This design comes from an exercise in tuning for small area, a short achievable clock period and few clock cycles per item on the open sky130 flow, not from production work.
Where RTL was checked, it was by simulation tests only, not by an equivalence proof against the original.
For run 1, only the layout was checked, not whether the RTL still works.
No activity file was given, so power comes from the tool's default toggle rates.

==> flow/design.v <==
`default_nettype none
package merge_rec_pkg;
  localparam int KEY_W = 32;
  localparam int PAY_W = 32;
  localparam int REC_W = KEY_W + PAY_W;   
  localparam int FIFO_LOG   = 2;
  localparam int FIFO_DEPTH = 1 << FIFO_LOG;
endpackage
`default_nettype wire
`timescale 1ns/1ps
`default_nettype none
module merge_unit #(
  parameter int E_LOG = 2
) (
  input  wire                                          CLK,
  input  wire                                          RST,
  input  wire                                          enq_a,
  input  wire  [(1<<E_LOG)*merge_rec_pkg::REC_W-1:0]   din_a,
  input  wire                                          enq_b,
  input  wire  [(1<<E_LOG)*merge_rec_pkg::REC_W-1:0]   din_b,
  input  wire                                          in_full,
  output logic                                         full_a,
  output logic                                         full_b,
  output logic [(1<<E_LOG)*merge_rec_pkg::REC_W-1:0]   dout,
  output logic                                         dout_en
);
  localparam int E     = 1 << E_LOG;
  localparam int KEY_W = merge_rec_pkg::KEY_W;
  localparam int REC_W = merge_rec_pkg::REC_W;
  localparam int BLK_W = E * REC_W;
  localparam int D     = merge_rec_pkg::FIFO_DEPTH;   
  function automatic logic key_le(input logic [KEY_W-1:0] a, input logic [KEY_W-1:0] b);
    logic [KEY_W-1:0] lt, gt;
    lt = ~a & b;
    gt = a & ~b;
    for (int w = 1; w < KEY_W; w = w * 2) begin
      for (int k = 0; k + w < KEY_W; k = k + 2 * w) begin
        lt[k] = lt[k+w] | (~gt[k+w] & lt[k]);
        gt[k] = gt[k+w] | (~lt[k+w] & gt[k]);
      end
    end
    key_le = !gt[0];
  endfunction
  logic stall;
  always_ff @(posedge CLK) begin
    if (RST) stall <= 1'b0;
    else stall <= in_full;   
  end
  logic [D-1:0][BLK_W-1:0] mem_a;
  logic [D-1:0][BLK_W-1:0] mem_b;
  logic [2:0]       wp_a, wp_b;          
  logic [2:0]       rp_a [E];            
  logic [2:0]       rp_b [E];
  logic [2:0]       rc_a [E];            
  logic [2:0]       rc_b [E];
  logic [E-1:0]     lf_a, lf_b;          
  logic [D-1:0]     oh_a [E];            
  logic [D-1:0]     oh_b [E];
  always_comb begin
    for (int i = 0; i < E; i++) begin
      lf_a[i] = (wp_a[1:0] == rc_a[i][1:0]) && (wp_a[2] != rc_a[i][2]);
      lf_b[i] = (wp_b[1:0] == rc_b[i][1:0]) && (wp_b[2] != rc_b[i][2]);
    end
  end
  assign full_a = |lf_a;
  assign full_b = |lf_b;
  always_ff @(posedge CLK) begin
    if (RST) wp_a <= '0;
    else if (enq_a) wp_a <= wp_a + 3'd1;
  end
  always_ff @(posedge CLK) begin
    if (RST) wp_b <= '0;
    else if (enq_b) wp_b <= wp_b + 3'd1;
  end
  always_ff @(posedge CLK) begin
    for (int s = 0; s < D; s++) begin
      if (!full_a && wp_a[1:0] == s[1:0]) mem_a[s] <= din_a;
      if (!full_b && wp_b[1:0] == s[1:0]) mem_b[s] <= din_b;
    end
  end
  logic [KEY_W-1:0] key_a [E];
  logic [KEY_W-1:0] key_b [E];
  logic [E-1:0]     ne_a, ne_b;
  logic             fire;
  logic [E*E-1:0]   le;    
  logic [E-1:0]     take_a;   
  always_comb begin
    for (int i = 0; i < E; i++) begin
      key_a[i] = '0;
      key_b[i] = '0;
      for (int s = 0; s < D; s++) begin
        if (oh_a[i][s]) key_a[i] = key_a[i] | mem_a[s][i*REC_W +: KEY_W];
        if (oh_b[i][s]) key_b[i] = key_b[i] | mem_b[s][i*REC_W +: KEY_W];
      end
      ne_a[i]  = (rp_a[i] != wp_a);
      ne_b[i]  = (rp_b[i] != wp_b);
    end
    for (int i = 0; i < E; i++) begin
      for (int l = 0; l < E; l++) begin
        le[i*E+l] = key_le(key_a[i], key_b[l]);
      end
    end
    for (int i = 0; i < E; i++) begin
      take_a[i] = le[i*E + (E-1-i)];
    end
  end
  assign fire = !stall && (&ne_a) && (&ne_b);
  always_ff @(posedge CLK) begin
    if (RST) begin
      for (int i = 0; i < E; i++) begin
        rp_a[i] <= '0;
        rp_b[i] <= '0;
        oh_a[i] <= 4'b0001;
        oh_b[i] <= 4'b0001;
      end
    end else if (fire) begin
      for (int i = 0; i < E; i++) begin
        if (take_a[i]) begin
          rp_a[i] <= rp_a[i] + 3'd1;
          oh_a[i] <= {oh_a[i][D-2:0], oh_a[i][D-1]};
        end else begin
          rp_b[E-1-i] <= rp_b[E-1-i] + 3'd1;
          oh_b[E-1-i] <= {oh_b[E-1-i][D-2:0], oh_b[E-1-i][D-1]};
        end
      end
    end
  end
  logic             v1;
  logic [E*E-1:0]   le1;
  logic [D-1:0]     sa1 [E];   
  logic [D-1:0]     sb1 [E];
  always_ff @(posedge CLK) begin
    if (RST) v1 <= 1'b0;
    else if (!stall) v1 <= fire;
  end
  always_ff @(posedge CLK) begin
    if (!stall) begin
      le1 <= le;
      for (int i = 0; i < E; i++) begin
        sa1[i] <= oh_a[i];
        sb1[i] <= oh_b[i];
      end
    end
  end
  logic [E-1:0] t1;   
  always_comb begin
    for (int i = 0; i < E; i++) t1[i] = le1[i*E + (E-1-i)];
  end
  always_ff @(posedge CLK) begin
    if (RST) begin
      for (int i = 0; i < E; i++) begin
        rc_a[i] <= '0;
        rc_b[i] <= '0;
      end
    end else if (v1 && !stall) begin
      for (int i = 0; i < E; i++) begin
        if (t1[i]) rc_a[i] <= rc_a[i] + 3'd1;
        else rc_b[E-1-i] <= rc_b[E-1-i] + 3'd1;
      end
    end
  end
  logic [1:0]       rot;         
  logic [1:0]       rank [E];    
  logic [REC_W-1:0] c [E];       
  logic [BLK_W-1:0] ord;
  always_comb begin
    rot = 2'((sa1[0] != sa1[3])) + 2'((sa1[1] != sa1[3])) + 2'((sa1[2] != sa1[3]));
    for (int i = 0; i < E; i++) begin
      if (t1[i]) begin
        rank[i] = 2'(i) - rot;
        for (int l = 0; l < E; l++) begin
          if (!t1[E-1-l] && !le1[i*E+l]) rank[i] = rank[i] + 2'd1;
        end
        c[i] = '0;
        for (int s = 0; s < D; s++) begin
          if (sa1[i][s]) c[i] = c[i] | mem_a[s][i*REC_W +: REC_W];
        end
      end else begin
        rank[i] = 2'(E-1-i) + rot;
        for (int a = 0; a < E; a++) begin
          if (t1[a] && le1[a*E+(E-1-i)]) rank[i] = rank[i] + 2'd1;
        end
        c[i] = '0;
        for (int s = 0; s < D; s++) begin
          if (sb1[E-1-i][s]) c[i] = c[i] | mem_b[s][(E-1-i)*REC_W +: REC_W];
        end
      end
    end
    ord = '0;
    for (int p = 0; p < E; p++) begin
      for (int i = 0; i < E; i++) begin
        if (rank[i] == 2'(p)) ord[p*REC_W +: REC_W] = ord[p*REC_W +: REC_W] | c[i];
      end
    end
  end
  logic             vo;
  logic [BLK_W-1:0] dq;
  always_ff @(posedge CLK) begin
    if (RST) vo <= 1'b0;
    else if (!stall) vo <= v1;
  end
  always_ff @(posedge CLK) begin
    if (!stall) dq <= ord;
  end
  assign dout    = dq;
  assign dout_en = vo && !stall;
endmodule
`default_nettype wire
==> flow/run.sh <==
#!/bin/bash
# synth_recipe.tcl (not shown) runs the flow's synth.tcl, then flattens the netlist and writes it again
# the make line also repeats each setting of config.mk as NAME=value (left out here)
make -C /OpenROAD-flow-scripts/flow DESIGN_CONFIG=/design/flow/config.mk WORK_HOME=/design/flow/orfs CLKGATE_MAP_FILE= SYNTH_SCRIPT=/design/flow/synth_recipe.tcl finish
==> flow/config.mk <==
export PLATFORM = sky130hd
export DESIGN_NAME = merge_unit
export DESIGN_NICKNAME = merge_unit
export VERILOG_FILES = /design/flow/design.v
export SDC_FILE = /design/flow/constraint.sdc
export NUM_CORES = 4
export LEC_CHECK = 0
export CAP_MARGIN = 20
export CORE_MARGIN = 2
export CORE_UTILIZATION = 40
export SETUP_SLACK_MARGIN = 2.6
export SLEW_MARGIN = 20
==> flow/constraint.sdc <==
create_clock -name core_clock -period 5.0 [get_ports {CLK}]
set_input_delay 1.0000 -clock core_clock [delete_from_list [all_inputs] [get_ports {CLK}]]
set_output_delay 1.0000 -clock core_clock [all_outputs]
set_load 0.01 [all_outputs]
==> impl_metrics.py, run 1 <==
metrics = {
    "synthesis": {
        "synth_seq_cells": 2441,
        "post_synth_fa_ha_maj_area_fraction_pct": 3.37,
        "yosys-mux-area-fraction_pct": 0.324,
        "synth_fp_nets": 8475,
        "synth-compound-area-share_pct": 20.4,
        "synth_area_um2": 108000,
        "yosys-top-cells-area": "edfxtp_1, a22oi_1, maj3_1",
        "seq_area_frac_synth_pct": 66.8,
        "combinational_family_with_the_most_area_after_synthesis": "compound AO/OA/AOI/OAI gates",
        "syn-instance-count": 7933,
        "ys.flop_type": "edfxtp_1",
        "ys_top_cells_by_count": "edfxtp_1, a22oi_1, nand2_1",
        "synthesis.yosys.warnings": 13,
        "synth_xor_area_share_pct": 1.00,
        "yosys.area.top_type": "edfxtp_1",
        "synth-edff-count": 2352,
        "share_of_the_synthesized_area_in_the_top_cell_type_pct": 65.2,
        "avgSynthCellArea_um2": 13.7,
        "synth_async_sr_flop_share_pct": 0,
        "synth_simple_gate_area_share_pct": 5.62,
        "synthMostInstantiatedCell": "edfxtp_1",
        "synth_cell_types": 95,
    },
    "layout": {
        "drive_gt1_share_pct": 27.4,
        "p_r_area_growth_vs_syn_pct": 33.8,
        "layout.core_utilization_pct": 53.7,
        "final_nets": 10200,
        "num-fill-cells": 22100,
    },
    "die": {
        "die_h_um": 525,
        "design.die.area_um2": 275000,
        "starting_density_pct": 40.1,
        "horizontal_die_dimension_um": 525,
        "floorplan.io_pins": 776,
        "row_count": 191,
        "floorplan.core_area_um2": 270000,
    },
    "min_path": {
        "worst_hold_path_endpoint": "vo$_SDFFE_PP0N_",
        "worstHoldStart": "vo$_SDFFE_PP0N_",
        "whs_path_depth": 2,
        "timing.hold.worst.class": "reg -> reg",
    },
    "power_and_ir_drop": {
        "switching_share_pct": 38.5,
        "power.density_nw_per_um2": 611,
        "power.ir.vdd_worst_mv": 0.616,
        "p_sw_w": 0.0341,
        "internal_power_w": 0.0545,
        "clock_power_share_pct": 22.6,
        "pwr-share-comb_pct": 44.7,
        "sequentialPowerShare_pct": 32.6,
        "power.static_leakage_nw": 49.8,
    },
    "critical_path": {
        "r2r-end": "dq[178]$_DFFE_PN_",
        "r2r_cells": 17,
        "worst_setup_path_start_kind": "register",
        "crit_type": "reg -> reg",
        "reg2reg_from": "sa1[2][3]$_DFFE_PN_",
        "critical_path.cell_chain": "xnor2_1 -> nand4_1 -> fa_2 -> buf_12 -> buf_8 -> a21oi_2 -> a311oi_2 -> a21oi_2 -> buf_6 -> xnor2_4 -> buf_12 -> nand2_8 -> buf_12 -> buf_6 -> buf_16 -> o22a_1 -> o221ai_2",
        "critical_path.most_common_cell": "buf_12",
        "worstPathRequired_ns": 5.71,
        "critical-path-top-delay-family": "buffers and inverters",
        "crit_path_end_kind": "register",
        "critical_path.max_stage_delay_ns": 0.64,
        "critical_path_arrival_ns": 4.55,
        "worst-path-buf-inv": 7,
        "setup.reg_to_reg.worst_slack_ns": 1.17,
        "crit_path_top_delay_cell": "fa_2",
        "path_max_fanout": 6,
    },
    "timing": {
        "worst_clock_skew_ns": 0.107,
        "report.final.slew_viol_count": 0,
        "max_slew.worst_pin.slew_ns": 1.36,
        "final_critical_path_setup_slack_ns": 1.17,
        "rsz_0062_raised_after_global_routing": "yes",
        "timing.final.crit_share_pct": 76.7,
        "final-hold-violation-count": 0,
        "headroom_to_the_max_slew_limit_pct": 8.98,
        "min_tclk_post_route_ns": 3.83,
        "fin_tns_setup_ns": 0,
        "report.final.setup_viol": 0,
        "fmax_mhz": 261,
    },
    "clock_tree": {
        "cts_max_level": 5,
        "cts_num_sinks": 2441,
        "clock_latency_ns": 0.92,
        "max-clock-path-buffers": 4,
        "tritoncts_clock_tree": "built",
        "cts_made_buffers": 275,
        "cts-root-buf": "clkbuf_16",
        "clkTransAtPathRegs_ns": 0.07,
    },
    "grt": {
        "grt_start_max_net_pins": 138,
        "grt_first_pass_wirelength_um": 756000,
        "grt_antenna_before_repair": 137,
        "global_route.usage.total_pct": 40.4,
        "vias_in_the_first_global_route": 85100,
        "overflow": 0,
    },
    "route": {
        "detail-route-antenna-nets": 0,
        "avgRoutedWirePerCell_um": 43.5,
        "detail_route.iter0.violations": 16000,
        "num_vias": 92200,
        "total_length_of_routed_wires_um": 587000,
        "drc": 0,
        "first_pass_iters": 6,
        "detail_route.vias_per_cell": 6.84,
    },
    "placement": {
        "pre_cts_ws_ns": 0.368,
        "io_buffers": 775,
        "place.gp.congestion": 1.03,
        "detailedPlacementHpwl_um": 394000,
    },
    "job": {
        "timing.max_cap.violations": 0,
    },
    "outcome": {
        "run_status": "timing/DRC/antenna clean",
    },
}
[cell usage in the layout, fill, tap and decap left out, types with 34 or more instances in the layout]
master	Yosys	layout
and2_1	105	57
o21ai_1	4	98
clkdlybuf4s50_1	0	515
o221ai_2	0	143
and2_4	0	40
dfxtp_4	0	37
a22oi_2	4	74
o21ai_0	411	262
clkbuf_1	415	62
nand2_1	626	527
nand3_1	293	289
maj3_2	19	97
xnor2_1	64	51
nand2_4	0	43
o22ai_1	41	37
buf_8	1	38
buf_2	74	185
clkinv_1	0	50
inv_1	43	38
a21oi_1	182	148
o22a_1	259	259
dfxtp_1	89	47
a22o_1	103	85
clkinv_2	0	34
o21ai_2	0	52
buf_4	20	717
o221ai_1	272	125
clkbuf_16	0	312
edfxtp_1	2352	2352
buf_12	0	185
a22oi_1	1383	1313
nor2_1	250	238
nand2_2	1	49
o211ai_1	34	34
buf_16	0	58
maj3_1	311	233
diode_2	0	79
xor2_1	60	50
buf_6	12	242
[cell type report]
class,instances,area (um^2),area share [%]
inverter,44,193,0.133
antenna,79,198,0.136
multi-input combinational,4890,37800,26.1
sequential,2441,72600,50.1
clock buffer,354,7450,5.14
timing repair buffer,1976,21000,14.5
tap,3570,4470,3.08
clock inverter,134,1280,0.887
[layer usage]
metal	part of all wire, %	up-vias	global-route usage, %
met1	34	46300	48.8
met3	13	2017	13.2
met4	9.7	82	30.7
li1	-	36100	-
met5	0.10	-	0
met2	43	7703	60.1
[tightest hold or removal path: stages (launching register included)]
cell     delay (ns)
dfxtp_2        0.31
nand2_1        0.06
a21oi_1        0.05
[cells by family (layout without fill, tap and decap cells)]
family / Yosys count / count (layout)
buffers and inverters: 626 / 2508
other: 0 / 79
XOR/XNOR: 124 / 124
AND/OR/NAND/NOR: 1379 / 1402
AO/OA/AOI/OAI: 2973 / 2974
flip-flops: 2441 / 2441
adder cells (fa/ha/maj): 355 / 355
multiplexers: 35 / 35
[per-stage QoR]
stage	cell area [um^2]	std cells	hold WS (ns)	total power [W]
finish	145000	13500	0.459	0.0886
global route	145000	13400	0.476	0.0893
detailed placement	123000	12200	0.452	0.0549
floorplan	108000	7933	0.403	0.0404
global placement	123000	12200	0.444	0.0545
CTS	141000	13200	0.459	0.0816
[what timing repair did]
action / CTS / global route
resized for setup: 2151 / 374
buffers inserted: 484 / 130
hold buffers: 0 / 0
pin swaps: 267 / 177
cloned: 61 / 35
setup endpoints to repair: 2562 / 1891
[power groups by stage]
stage / Clock, W / Sequential, W / Combinational, W
floorplan: 0 / 0.0282 / 0.0122
global placement: 0 / 0.0291 / 0.0254
detailed placement: 0 / 0.0290 / 0.0259
CTS: 0.0200 / 0.0287 / 0.0329
global route: 0.0208 / 0.0289 / 0.0396
finish: 0.0200 / 0.0289 / 0.0396
[registers in the layout, indices dropped and copies added (netlist names), 16 cells and up]
signal  flops
sb1        16
mem_b    1024
le1        16
mem_a    1024
sa1        16
dq        256
oh_b       16
oh_a       16
[worst max path at each step]
stage	end	slack (ns)	start	cells past startpoint
after floorplan	rc_b[0][2]$_SDFFE_PP0P_	-0.81	stall$_SDFF_PP0_	6
after global placement	le1[8]$_DFFE_PN_	0.39	oh_b[0][3]$_SDFFE_PP0P_	10
after detailed placement	le1[8]$_DFFE_PN_	0.37	oh_b[0][3]$_SDFFE_PP0P_	10
after CTS	dq[63]$_DFFE_PN_	1.34	sa1[2][3]$_DFFE_PN_	16
after global routing	dq[159]$_DFFE_PN_	1.15	sa1[2][3]$_DFFE_PN_	16
final	dq[178]$_DFFE_PN_	1.17	sa1[2][3]$_DFFE_PN_	17
==> inputs of run 2 (changes only) <==
--- a/flow/design.v
+++ b/flow/design.v
@@ -31,14 +31,2 @@
   localparam int D     = merge_rec_pkg::FIFO_DEPTH;   
-  function automatic logic key_le(input logic [KEY_W-1:0] a, input logic [KEY_W-1:0] b);
-    logic [KEY_W-1:0] lt, gt;
-    lt = ~a & b;
-    gt = a & ~b;
-    for (int w = 1; w < KEY_W; w = w * 2) begin
-      for (int k = 0; k + w < KEY_W; k = k + 2 * w) begin
-        lt[k] = lt[k+w] | (~gt[k+w] & lt[k]);
-        gt[k] = gt[k+w] | (~lt[k+w] & gt[k]);
-      end
-    end
-    key_le = !gt[0];
-  endfunction
   logic stall;
@@ -56,4 +44,2 @@
   logic [E-1:0]     lf_a, lf_b;          
-  logic [D-1:0]     oh_a [E];            
-  logic [D-1:0]     oh_b [E];
   always_comb begin
@@ -88,8 +74,4 @@
     for (int i = 0; i < E; i++) begin
-      key_a[i] = '0;
-      key_b[i] = '0;
-      for (int s = 0; s < D; s++) begin
-        if (oh_a[i][s]) key_a[i] = key_a[i] | mem_a[s][i*REC_W +: KEY_W];
-        if (oh_b[i][s]) key_b[i] = key_b[i] | mem_b[s][i*REC_W +: KEY_W];
-      end
+      key_a[i] = mem_a[rp_a[i][1:0]][i*REC_W +: KEY_W];
+      key_b[i] = mem_b[rp_b[i][1:0]][i*REC_W +: KEY_W];
       ne_a[i]  = (rp_a[i] != wp_a);
@@ -99,3 +81,3 @@
       for (int l = 0; l < E; l++) begin
-        le[i*E+l] = key_le(key_a[i], key_b[l]);
+        le[i*E+l] = (key_a[i] <= key_b[l]);
       end
@@ -112,4 +94,2 @@
         rp_b[i] <= '0;
-        oh_a[i] <= 4'b0001;
-        oh_b[i] <= 4'b0001;
       end
@@ -117,9 +97,4 @@
       for (int i = 0; i < E; i++) begin
-        if (take_a[i]) begin
-          rp_a[i] <= rp_a[i] + 3'd1;
-          oh_a[i] <= {oh_a[i][D-2:0], oh_a[i][D-1]};
-        end else begin
-          rp_b[E-1-i] <= rp_b[E-1-i] + 3'd1;
-          oh_b[E-1-i] <= {oh_b[E-1-i][D-2:0], oh_b[E-1-i][D-1]};
-        end
+        if (take_a[i]) rp_a[i] <= rp_a[i] + 3'd1;
+        else rp_b[E-1-i] <= rp_b[E-1-i] + 3'd1;
       end
@@ -129,4 +104,4 @@
   logic [E*E-1:0]   le1;
-  logic [D-1:0]     sa1 [E];   
-  logic [D-1:0]     sb1 [E];
+  logic [1:0]       sa1 [E];   
+  logic [1:0]       sb1 [E];
   always_ff @(posedge CLK) begin
@@ -139,4 +114,4 @@
       for (int i = 0; i < E; i++) begin
-        sa1[i] <= oh_a[i];
-        sb1[i] <= oh_b[i];
+        sa1[i] <= rp_a[i][1:0];
+        sb1[i] <= rp_b[i][1:0];
       end
@@ -173,6 +148,3 @@
         end
-        c[i] = '0;
-        for (int s = 0; s < D; s++) begin
-          if (sa1[i][s]) c[i] = c[i] | mem_a[s][i*REC_W +: REC_W];
-        end
+        c[i] = mem_a[sa1[i]][i*REC_W +: REC_W];
       end else begin
@@ -182,6 +154,3 @@
         end
-        c[i] = '0;
-        for (int s = 0; s < D; s++) begin
-          if (sb1[E-1-i][s]) c[i] = c[i] | mem_b[s][(E-1-i)*REC_W +: REC_W];
-        end
+        c[i] = mem_b[sb1[E-1-i]][(E-1-i)*REC_W +: REC_W];
       end
--- a/flow/config.mk
+++ b/flow/config.mk
@@ -10,3 +10,2 @@
 export CORE_UTILIZATION = 40
-export SETUP_SLACK_MARGIN = 2.6
 export SLEW_MARGIN = 20
==> run 2 against run 1 <==
  * Still clean on timing, DRC and antenna
  * Critical path depth is 8 lower
  * First-iteration DRC count decreased by 41%
  * Synthesized cell count fell by 16%
  * Worst setup slack got worse by 1.0 ns
  * Cell area down 6.2%
  * Synthesized area up 4.4%
  * Critical path type unchanged
  * Largest cell class unchanged
  * Highest routed layer unchanged
==> impl_metrics.py, run 2 <==
metrics = {
    "route": {
        "avgRoutedWirePerCell_um": 37.7,
        "num_vias": 73000,
        "first_pass_iters": 9,
        "drc": 0,
        "detail_route.vias_per_cell": 6.31,
        "detail_route.iter0.violations": 9471,
        "total_length_of_routed_wires_um": 436000,
        "detail-route-antenna-nets": 0,
    },
    "critical_path": {
        "worst-path-buf-inv": 1,
        "path_max_fanout": 30,
        "setup.reg_to_reg.worst_slack_ns": 0.15,
        "worst_setup_path_start_kind": "register",
        "cp_num_cells": 9,
        "crit_path_top_delay_cell": "dfxtp_4",
        "critical_path.max_stage_delay_ns": 0.83,
        "critical_path_arrival_ns": 5.52,
        "critical_path.most_common_cell": "nand4_1",
        "critical-path-top-delay-family": "simple AND/OR/NAND/NOR gates",
        "crit_start": "rp_a[1][0]$_SDFFE_PP0P_",
        "reg2reg_from": "rp_a[1][0]$_SDFFE_PP0P_",
        "worstPathRequired_ns": 5.67,
        "r2r_cells": 9,
        "crit_path_end_kind": "register",
        "timing.critical_path.to": "le1[4]$_DFFE_PN_",
        "crit_type": "reg -> reg",
        "r2r-end": "le1[4]$_DFFE_PN_",
        "critical_path.cell_chain": "mux4_2 -> ha_1 -> nand4_1 -> nor4_1 -> buf_4 -> nand4_1 -> a21oi_1 -> a2111oi_0 -> or2_2",
    },
    "layout": {
        "p_r_area_growth_vs_syn_pct": 20.1,
        "largest_registers": "mem_a x1024, mem_b x1024, dq x256",
        "mostFrequentLayoutCell": "edfxtp_1",
        "final_nets": 8631,
        "most-common-layout-cells": "edfxtp_1, clkdlybuf4s50_1, mux4_2, ha_1, nor2_1",
        "post_layout_instance_count_excluding_filler_cells": 11600,
        "drive_gt1_share_pct": 19.8,
        "num-fill-cells": 23600,
    },
    "synthesis": {
        "ys_top_cells_by_count": "edfxtp_1, mux4_2, ha_1",
        "syn-instance-count": 6635,
        "seq_area_frac_synth_pct": 63.0,
        "synthesis.yosys.warnings": 11,
        "synthMostInstantiatedCell": "edfxtp_1",
        "synth_area_um2": 113000,
        "yosys-top-cells-area": "edfxtp_1, mux4_2, ha_1",
        "synth-edff-count": 2336,
        "synth_async_sr_flop_share_pct": 0,
        "ys.flop_type": "edfxtp_1",
        "share_of_the_synthesized_area_in_the_top_cell_type_pct": 62.0,
        "synth_seq_cells": 2393,
        "synth_fp_nets": 7689,
        "yosys.area.top_type": "edfxtp_1",
        "synth_cell_types": 70,
        "avgSynthCellArea_um2": 17.1,
    },
    "min_path": {
        "timing.hold.worst.class": "reg -> reg",
    },
    "die": {
        "design.die.area_um2": 287000,
        "floorplan.core_area_um2": 282000,
        "die_h_um": 536,
        "starting_density_pct": 40.2,
        "floorplan.io_pins": 776,
        "horizontal_die_dimension_um": 536,
        "row_count": 195,
    },
    "clock_tree": {
        "cts-root-buf": "clkbuf_16",
        "max-clock-path-buffers": 4,
        "cts_made_buffers": 270,
        "cts_num_sinks": 2393,
        "clkTransAtPathRegs_ns": 0.06,
        "clock_latency_ns": 0.92,
        "tritoncts_clock_tree": "built",
        "cts_resized": 0,
        "cts_setup_buffers": 0,
        "cts_max_level": 5,
        "postCtsHoldBufs": 0,
    },
    "grt": {
        "overflow": 0,
        "grt_antenna_before_repair": 130,
        "grt_start_max_net_pins": 109,
        "global_route.usage.total_pct": 29.9,
        "grt_first_pass_wirelength_um": 590000,
        "vias_in_the_first_global_route": 71300,
    },
    "power_and_ir_drop": {
        "power.ir.vdd_worst_mv": 0.864,
        "power.static_leakage_nw": 47.0,
        "power.density_nw_per_um2": 535,
    },
    "timing": {
        "fmax_mhz": 206,
        "headroom_to_the_max_slew_limit_pct": 24.5,
        "worst_clock_skew_ns": 0.0809,
        "timing.final.crit_share_pct": 97.1,
        "final-hold-violation-count": 0,
        "report.final.setup_viol": 0,
        "max_slew.worst_pin.slew_ns": 1.10,
        "min_tclk_post_route_ns": 4.85,
        "rsz_0062_raised_after_global_routing": "no",
        "hold-worst-slack_ns": 0.462,
        "report.final.slew_viol_count": 0,
    },
    "placement": {
        "detailedPlacementHpwl_um": 313000,
        "io_buffers": 775,
        "dp_cells": 11000,
        "place.gp.congestion": 0.942,
    },
    "outcome": {
        "run_status": "timing/DRC/antenna clean",
    },
    "job": {
        "timing.max_cap.violations": 0,
    },
}
run 2: worst min path at each step:
stage	start	to	slack, ns	cells past startpoint
after global routing	vo$_SDFFE_PP0N_	vo$_SDFFE_PP0N_	0.50	2
after global placement	vo$_SDFFE_PP0N_	vo$_SDFFE_PP0N_	0.45	2
final	vo$_SDFFE_PP0N_	vo$_SDFFE_PP0N_	0.46	2
after detailed placement	vo$_SDFFE_PP0N_	vo$_SDFFE_PP0N_	0.46	2
after floorplan	rp_a[0][0]$_SDFFE_PP0P_	sa1[0][0]$_DFFE_PN_	0.43	0
after CTS	vo$_SDFFE_PP0N_	vo$_SDFFE_PP0N_	0.46	2
run 2: worst min-delay path: stages (launching register included):
cell and delay [ns]:
dfxtp_1 0.31, nand2_1 0.06, a21oi_1 0.05
run 2: logic make-up (layout without fill, tap and decap cells):
family	Yosys count	after routing	synth area share (%)
AO/OA/AOI/OAI	1015	1015	6.27
buffers and inverters	523	1668	1.89
XOR/XNOR	108	108	0.872
AND/OR/NAND/NOR	1016	1016	4.26
adder cells (fa/ha/maj)	538	538	5.95
other	0	39	0
multiplexers	1042	1042	17.8
flip-flops	2393	2393	63.0
run 2: through the flow:
step | instance area, um^2 | utilization (%) | setup WS [ns] | power, W | TNS (ns)
3_5_place_dp | 127000 | 45.2 | 0.254 | 0.0526 | 0
3_3_place_gp | 127000 | 45.1 | 0.128 | 0.0522 | 0
2_1_floorplan | 113000 | - | -2.68 | 0.0401 | -1406.31
5_1_grt | 136000 | 48.2 | 0.175 | 0.0747 | 0
4_1_cts | 136000 | 48.2 | 0.288 | 0.0724 | 0
6_report | 136000 | 48.2 | 0.145 | 0.0728 | 0
run 2: where the power goes:
group / switching (W) / internal, W / total (W)
logic: 0.0159 / 0.00952 / 0.0254
clock network: 0.00822 / 0.0115 / 0.0197
registers: 0.00191 / 0.0257 / 0.0276
run 2: layer usage:
metal  share of wire [%]  global-route usage [%]
met1                  37                    38.1
met2                  46                    47.3
met3                  11                    8.15
met4                 5.5                    14.0
met5                0.19                       0
run 2: area by class of cell:
| cell class | instances | area, um^2 | share of cell area, % |
|---|---|---|---|
| inverter | 152 | 579 | 0.426 |
| multi-input combinational | 3719 | 40000 | 29.4 |
| clock buffer | 333 | 7120 | 5.24 |
| timing repair buffer | 1041 | 10600 | 7.83 |
| sequential | 2393 | 71300 | 52.5 |
| tap | 3743 | 4680 | 3.45 |
| antenna | 39 | 97.6 | 0.0718 |
| clock inverter | 142 | 1470 | 1.08 |
Testbench counts of run 2, summed over its fixed seeds: cycles 3,480, records 12,128.

[separate check: timing with driven ports]
In the flow no input, the clock included, has a driving cell. The finished layouts below were timed again as built, in two steps.
Step 1 assumes that a clkbuf_16 drives the clock port and a buf_2 every other input.
Step 2 adds t to the input delays and takes it off the output delays; t is the mean of the earliest and latest rising clock arrival at the registers after step 1. Input paths then give back, and output paths get back, about the clock's delay inside the block.
Three values: ideal, step 1, step 2; two values: the first two.
run | shift t [ns] | setup slack, ns | hold slack, ns
run 1 | 0.983 | 1.166 / 1.166 / 1.166 | 0.459 / 0.459 / 0.459
run 2 | 0.982 | 0.145 / 0.145 / 0.145 | 0.462 / 0.462 / 0.462
After both steps every run listed still meets setup and hold.
